Context: an optimization exercise on an open-source flow, tuned for small area, a short achievable clock period and few clock cycles per item. The choices shown serve that exercise and are no tape-out recipe. At most, simulation tests tie the RTL to the original design; equivalence was not proved. Only the layout flow was run in run 2; the RTL was not checked for function there. Power and IR drop assume default switching activity.

## flow/design.v (module list and top-level ports; edited modules follow where they fit)
// module layer_top: 2042 lines
// module csa_fa: 10 lines
// module csa_ha: 9 lines
module layer_top (
   input  logic             clk,
   input  logic             reset,
   input  logic             s_valid,
   input  logic             m_ready,
   input  layer_pkg::data_t data_in,
   output logic             s_ready,
   output logic             m_valid,
   output layer_pkg::data_t data_out
);
  // ...
==> flow/run.sh <==
#!/bin/bash
# synth_recipe.tcl (not shown) runs the flow's synth.tcl, then flattens the netlist and writes it again
# the make line also repeats each setting of config.mk as NAME=value (left out here)
make -C /OpenROAD-flow-scripts/flow DESIGN_CONFIG=/design/flow/config.mk WORK_HOME=/design/flow/orfs CLKGATE_MAP_FILE= SYNTH_SCRIPT=/design/flow/synth_recipe.tcl finish
==> flow/config.mk <==
export PLATFORM = sky130hd
export DESIGN_NAME = layer_top
export DESIGN_NICKNAME = layer_top
export VERILOG_FILES = /design/flow/design.v
export SDC_FILE = /design/flow/constraint.sdc
export NUM_CORES = 4
export LEC_CHECK = 0
export CAP_MARGIN = 20
export CORE_MARGIN = 2
export CORE_UTILIZATION = 30
export SETUP_SLACK_MARGIN = 4.4
export SLEW_MARGIN = 20
export SYNTH_HIERARCHICAL = 1
export SYNTH_MINIMUM_KEEP_SIZE = 0
==> flow/constraint.sdc <==
create_clock -name core_clock -period 7.0 [get_ports {clk}]
set_input_delay 1.4000 -clock core_clock [delete_from_list [all_inputs] [get_ports {clk}]]
set_output_delay 1.4000 -clock core_clock [all_outputs]
set_load 0.01 [all_outputs]
==> run_results.csv, run 1 <==
group,metric,value,unit
run_status,outcome,"finished clean",
clock_network,cts_root_buf,"clkbuf_16",
pwr,p_leak,14.7,nW
timing,setup_viol,0,
critical_path,crit_family,"adder cells",
min_path,holdPathEnd,"r5_0_1",
global_route,track_usage,0.165,
die,die_x,352,um
critical_path,worst_path_most_repeated_cell,"fa_1",
synth,synthTopCellsByCount,"dfxtp_1, fa_1, edfxtp_1",
routing,met3_length,9510,um
synth,synth_top_area_share,0.273,
min_path,worstHoldPathCells,0,
critical_path,crit_path_max_fanout,11,
placed_design,post-place-cells,4218,
layout,clock_area_frac,0.0616,
min_path,min-delay-start,"r2_0_1",
timing,fin_crit_sh,0.369,
routing,num_vias,23000,
synth,yosysMostFrequentCell,"dfxtp_1",
timing,finalSetupTns,0,ps
timing,drv_slew,0,
synth,async_flop_share,0,
synth,synthMuxAreaShare,0.00481,
critical_path,crit_end,"r2_12_1",
synth,synthAdderAreaFrac,0.224,
critical_path,critPathKind,"register to register",
synth,synth_area_leader_cell,"edfxtp_1",
critical_path,crit_arrival,3110,ps
synth,synth_cell_types,75,
routing,ant_nets,0,
layout,stdcell_area,41400,um^2
die,die_h,352,um
layout,antenna_cells,2,
timing,relSlewSlack,0.281,
synth,synth_cells,2794,
routing,drt_pass1_iterations,12,
layout,inv_count,60,
routing,drt_iter0_markers,3528,
critical_path,start_kind,"register",
critical_path,crit_cells,4,
layout,buf_share,0.0180,
pwr,p_int,0.00786,W
routing,wl,106000,um
clock_network,cts.sinks,733,
Testbench counts, summed over its fixed seeds: cycles 6,248, items 384.
==> run 2: changes to the inputs <==
--- a/flow/design.v
+++ b/flow/design.v
@@ -52,59 +52,64 @@
    input  logic             reset,
    input  logic             s_valid,
    input  logic             m_ready,
    input  layer_pkg::data_t data_in,
    output logic             s_ready,
    output logic             m_valid,
    output layer_pkg::data_t data_out
 );
-   logic [127:0] ldb;
+   logic [111:0] ldb;
    logic [3:0]   ld_cnt;
    logic [127:0] xb;
    logic         xv;
    logic [3:0]   k;
    logic [91:0]  ctl;       
    logic [15:0]  biasp;     
    logic adv, issue, last_k, ld_full, transfer, accept;
    logic [2:0] cnt;         
    logic       pop;
    assign pop      = m_valid & m_ready;
    assign adv      = (cnt != 3'd5);
    assign issue    = xv & adv;
    assign last_k   = (k == 4'd15);
-   assign ld_full  = ld_cnt[3];
-   assign transfer = ld_full & (~xv | (issue & last_k));
-   assign s_ready  = ~ld_full;
-   assign accept   = s_valid & ~ld_full;
-   always_ff @(posedge clk) begin
+   logic       xfree;
+   logic [3:0] ld_cnt_n, k_n;
+   logic [2:0] cnt_n;
+   logic       xv_n, issue_n;
+   assign xfree    = ~xv | (issue & last_k);
+   assign ld_full  = (ld_cnt == 4'd7);
+   assign accept   = s_valid & s_ready;
+   assign transfer = accept & ld_full;
+   always_comb begin
+      ld_cnt_n = transfer ? 4'd0 : accept ? ld_cnt + 1'b1 : ld_cnt;
+      xv_n     = transfer | (xv & ~(issue & last_k));
+      k_n      = issue ? k + 1'b1 : k;
+      cnt_n    = cnt + issue - pop;
       if (reset) begin
-         ld_cnt <= '0;
-         xv     <= 1'b0;
-         k      <= '0;
-      end else begin
-         if (transfer)
-            ld_cnt <= '0;
-         else if (accept)
-            ld_cnt <= ld_cnt + 1'b1;
-         if (issue)
-            k <= k + 1'b1;
-         if (transfer)
-            xv <= 1'b1;
-         else if (issue & last_k)
-            xv <= 1'b0;
+         ld_cnt_n = 4'd0;
+         xv_n     = 1'b0;
+         k_n      = 4'd0;
+         cnt_n    = 3'd0;
       end
+      issue_n  = xv_n & (cnt_n != 3'd5);
    end
    always_ff @(posedge clk) begin
-      if (accept)
-         ldb <= {{data_in, ldb[127:16]}};
+      ld_cnt  <= ld_cnt_n;
+      xv      <= xv_n;
+      k       <= k_n;
+      s_ready <= (ld_cnt_n != 4'd7) | ~xv_n | (issue_n & (k_n == 4'd15));
+   end
+   always_ff @(posedge clk) begin
+      if (accept & ~ld_full)
+         ldb[111:0] <= {data_in, ldb[111:16]};
    end
    always_ff @(posedge clk)
       if (transfer)
-         xb <= ldb;
+         xb <= {data_in, ldb[111:0]};
    wire [15:0] xw0 = xb[15:0];
    wire [15:0] xw1 = xb[31:16];
    wire [15:0] xw2 = xb[47:32];
    wire [15:0] xw3 = xb[63:48];
    wire [15:0] xw4 = xb[79:64];
    wire [15:0] xw5 = xb[95:80];
    wire [15:0] xw6 = xb[111:96];
    wire [15:0] xw7 = xb[127:112];
@@ -2052,23 +2057,23 @@
    logic [15:0] res;
    logic [2:0]  fc;         
    assign wr  = v3;
    assign res = acc[15] ? 16'd0 : acc;
    logic [15:0] q1;
    logic [15:0] q2;
    logic [15:0] q3;
    logic [15:0] q4;
+   always_ff @(posedge clk)
+      cnt <= cnt_n;
    always_ff @(posedge clk) begin
       if (reset) begin
-         cnt     <= '0;
          fc      <= '0;
          m_valid <= 1'b0;
       end else begin
-         cnt     <= cnt + issue - pop;
          fc      <= fc + wr - pop;
          m_valid <= (fc + wr - pop) != 3'd0;
       end
    end
    always_ff @(posedge clk) begin
       if (pop & (fc > 3'd1))
          data_out <= q1;
       else if (wr & (pop ? (fc == 3'd1) : (fc == 3'd0)))
==> run_results.csv, run 2 <==
group,metric,value,unit
die,std_cell_rows,129,
routing,avgRoutedWirePerCell,26.4,um
critical_path,critPathKind,"primary input to register",
run_status,outcome,"finished clean",
routing,drc,0,
placed_design,dpl.hpwl,86500,um
synth,synthFlopType,"dfxtp_1",
clock_network,hold_buffers,0,
synth,yosysSeqAreaShare,0.469,
synth,syn_avg_cell_area,12.5,um^2
timing,min_period,2770,ps
clock_network,clockBufferDepth,3,
timing,tightest_slew,1030,ps
die,core,124000,um^2
layout,regArea,17600,um^2
global_route,grt-ovfl-total,0,
clock_network,cts_tree,"done",
placed_design,port_buffers,36,
pwr,ir_drop,0.161,mV
pwr,p_int,0.00772,W
timing,fin_crit_sh,0.395,
layout,drive_gt1_frac,0.133,
die,die_area,127000,um^2
layout,multiInputGateArea,19100,um^2
critical_path,slowest_delay,410,ps
global_route,grt_max_degree,65,
critical_path,crit_buf_inv,3,
routing,num_vias,25500,
die,boundaryPins,38,
pwr,seq_power_share,0.460,
synth,synthTopCellsByArea,"edfxtp_1, dfxtp_1, fa_1",
pwr,p_leak,15.1,nW
layout,largest_register_ffs,128,
die,initial_core_util,0.302,
layout,area_growth,14.4,%
synth,yosysMostFrequentCell,"dfxtp_1",
synth,synth_cells,2986,
synth,async_flop_share,0,
global_route,first_global_vias,25500,
critical_path,worst_path_most_repeated_cell,"ha_4",
critical_path,crit_path_max_fanout,2,
clock_network,clkTransAtPathRegs,60,ps
clock_network,cts.htree.levels,3,
pwr,switchingPower,0.00258,W
pwr,powerDensity,241,nW/um^2
timing,max_freq,0.362,GHz
die,die_x,357,um
routing,avgViaCountPerCell,5.54,
routing,ant_nets,0,
timing,setup_viol,0,
global_route,grt_pass1_wl,176000,um
layout,layout_commonest_cell,"fa_1",
synth,synthTopCellsByCount,"dfxtp_1, fa_1, edfxtp_1",
critical_path,crit_arrival,3280,ps
synth,ys_seq_elements,718,
timing,relSlewSlack,0.312,
global_route,track_usage,0.187,
clock_network,numCtsBuffers,75,
placed_design,gp_congestion,0.944,
layout,final_util,0.346,
routing,wl,122000,um
layout,regMostFlops,"xb",
synth,synth_top_area_share,0.253,
synth,synth_cell_types,83,
critical_path,cp.required,7510,ps
job,cap_violations,0,
critical_path,crit_family,"simple AND/OR/NAND/NOR gates",
synth,syn_area,37400,um^2
synth,yosys_warnings,7,
pwr,p_comb_frac,0.138,
timing,finalSetupTns,0,ps
pwr,p_sw_frac,0.250,
timing,rsz0062_at_grt,"yes",
pwr,total_power,0.0103,W
layout,num-fill-cells,12100,
pwr,clkPwrFrac,0.401,
timing,finClkSkew,24.8,ps
synth,synth_area_leader_cell,"edfxtp_1",
layout,final_nets,3354,
critical_path,start_kind,"primary input",
clock_network,cts.sinks,718,
timing,hold_viol,0,
die,die_h,357,um
critical_path,cp-end-kind,"register",
routing,drt_iter0_markers,3798,
clock_network,cts_root_buf,"clkbuf_16",
timing,drv_slew,0,
routing,drt_pass1_iterations,14,
layout,final_cell_mix,"fa_1, dfxtp_1, edfxtp_1",
min_path,worstHoldPathType,"register to register",
clock_network,insertion_delay,640,ps
layout,stdcell_area,42800,um^2
critical_path,slowest_stage,"or4_1",
placed_design,placed_area,39200,um^2
synth,synth-edff-count,315,
critical_path,cp_cell_sequence,"buf_8, nand2_8, inv_8, ha_4, inv_4, ha_4, fa_2, xnor2_2, nor3b_2, nor4_2, or4_1",
global_route,antenna_found_initial,7,
-- run 2: what timing repair did --
item | in CTS | in global routing
resized for setup | 167 | 62
buffers inserted | 23 | 18
pin swaps | 13 | 15
cloned | 3 | 7
setup endpoints to repair | 485 | 306
-- run 2: cell type report --
| class | instances | area share |
|---|---|---|
| inverters | 65 | 0.00690 |
| clock buffers | 109 | 0.0536 |
| flip-flops and latches | 718 | 0.411 |
| clock inverters | 29 | 0.00676 |
| multi-input cells | 1932 | 0.447 |
| diodes | 2 | 0.000117 |
| repair buffers | 116 | 0.0268 |
| well taps | 1637 | 0.0479 |
-- run 2: worst paths after layout --
kind / from / end / slack [ps] / cells past startpoint
worst max register to register: cnt[1] / s_ready / 4320 / 10
worst min-delay path: r5_4_2 / r8_4_0 / 320 / 0
worst min register to register: r5_4_2 / r8_4_0 / 320 / 0
worst max-delay path: m_ready / s_ready / 4230 / 11
-- run 2: worst reg2reg max path: stages (launching register included) --
cell	delay (ps)
dfxtp_1	380
nand3b_1	130
buf_4	170
nand2_1	100
inv_1	120
buf_6	290
ha_4	210
fa_2	440
nor3b_2	240
nor4_2	60
or4_1	410
-- run 2: routing by layer --
layer / share of wire / vias to the layer above / GRT usage / wire length, um
met5: 0.00033 / - / 0 / 40
met2: 0.44 / 1690 / 0.285 / 53900
li1: - / 10600 / - / -
met1: 0.38 / 12800 / 0.242 / 46600
met3: 0.12 / 367 / 0.0545 / 14500
met4: 0.056 / 6 / 0.0938 / 6770
-- run 2: Yosys stat by module (local to each module, per instance) --
module,cells inside,times used
csa_fa,1,375
layer_top,2588,1
csa_ha,1,23
-- run 2: stage by stage --
stage,setup slack (ps),cells,hold WS (ps)
3_5_place_dp,2880,4417,312
2_1_floorplan,2850,2992,310
5_1_grt,4150,4607,329
4_1_cts,4100,4581,322
6_report,4230,4608,323
3_3_place_gp,2930,4417,312
-- run 2: cell families after synthesis --
logic type,count (synthesis),synth area share
AOI/OAI and AO/OA,770,0.151
xor gates and xnor gates,262,0.0614
adders and majority gates,426,0.218
buffers and inverters,345,0.0364
DFF,718,0.469
muxes,46,0.0135
other,1,0.000100
and+or+nand+nor,418,0.0504
-- run 2: power groups by stage --
stage               sequential (W)  clock, W  combinational, W
floorplan                  0.00481         0           0.00101
global placement           0.00483         0           0.00126
detailed placement         0.00483         0           0.00130
CTS                        0.00474   0.00422           0.00140
global route               0.00475   0.00437           0.00158
finish                     0.00474   0.00413           0.00142

==> afterwards: timing with drivers on the ports <==
The results above use ideal ports. As a check the final layouts listed here were re-extracted and re-timed, cells and wires unchanged. Step 1 sets driving cells, clkbuf_16 on the clock port and buf_2 on the other inputs (assumed; they add their load-dependent delay and slew). Step 2 times the ports against the registers' clock, not the clock port: input delays grow and output delays shrink by t, the midpoint of the rising clock arrivals with the driver on. Three values: ideal ports, drivers, drivers and shift; two values: the first two.
run | shift t [ns] | setup WS [ns] | worst slew at a driven data input, ns
run 1 | 0.691 | 4.415 / 4.379 / 3.847 | 0.05
run 2 | 0.703 | 4.234 / 4.258 / 3.555 | 0.09
After both steps setup and hold are still met in every run listed. The setup slack of run 2, which loses most, moves by +0.024 ns with the drivers and by -0.679 ns with both steps.
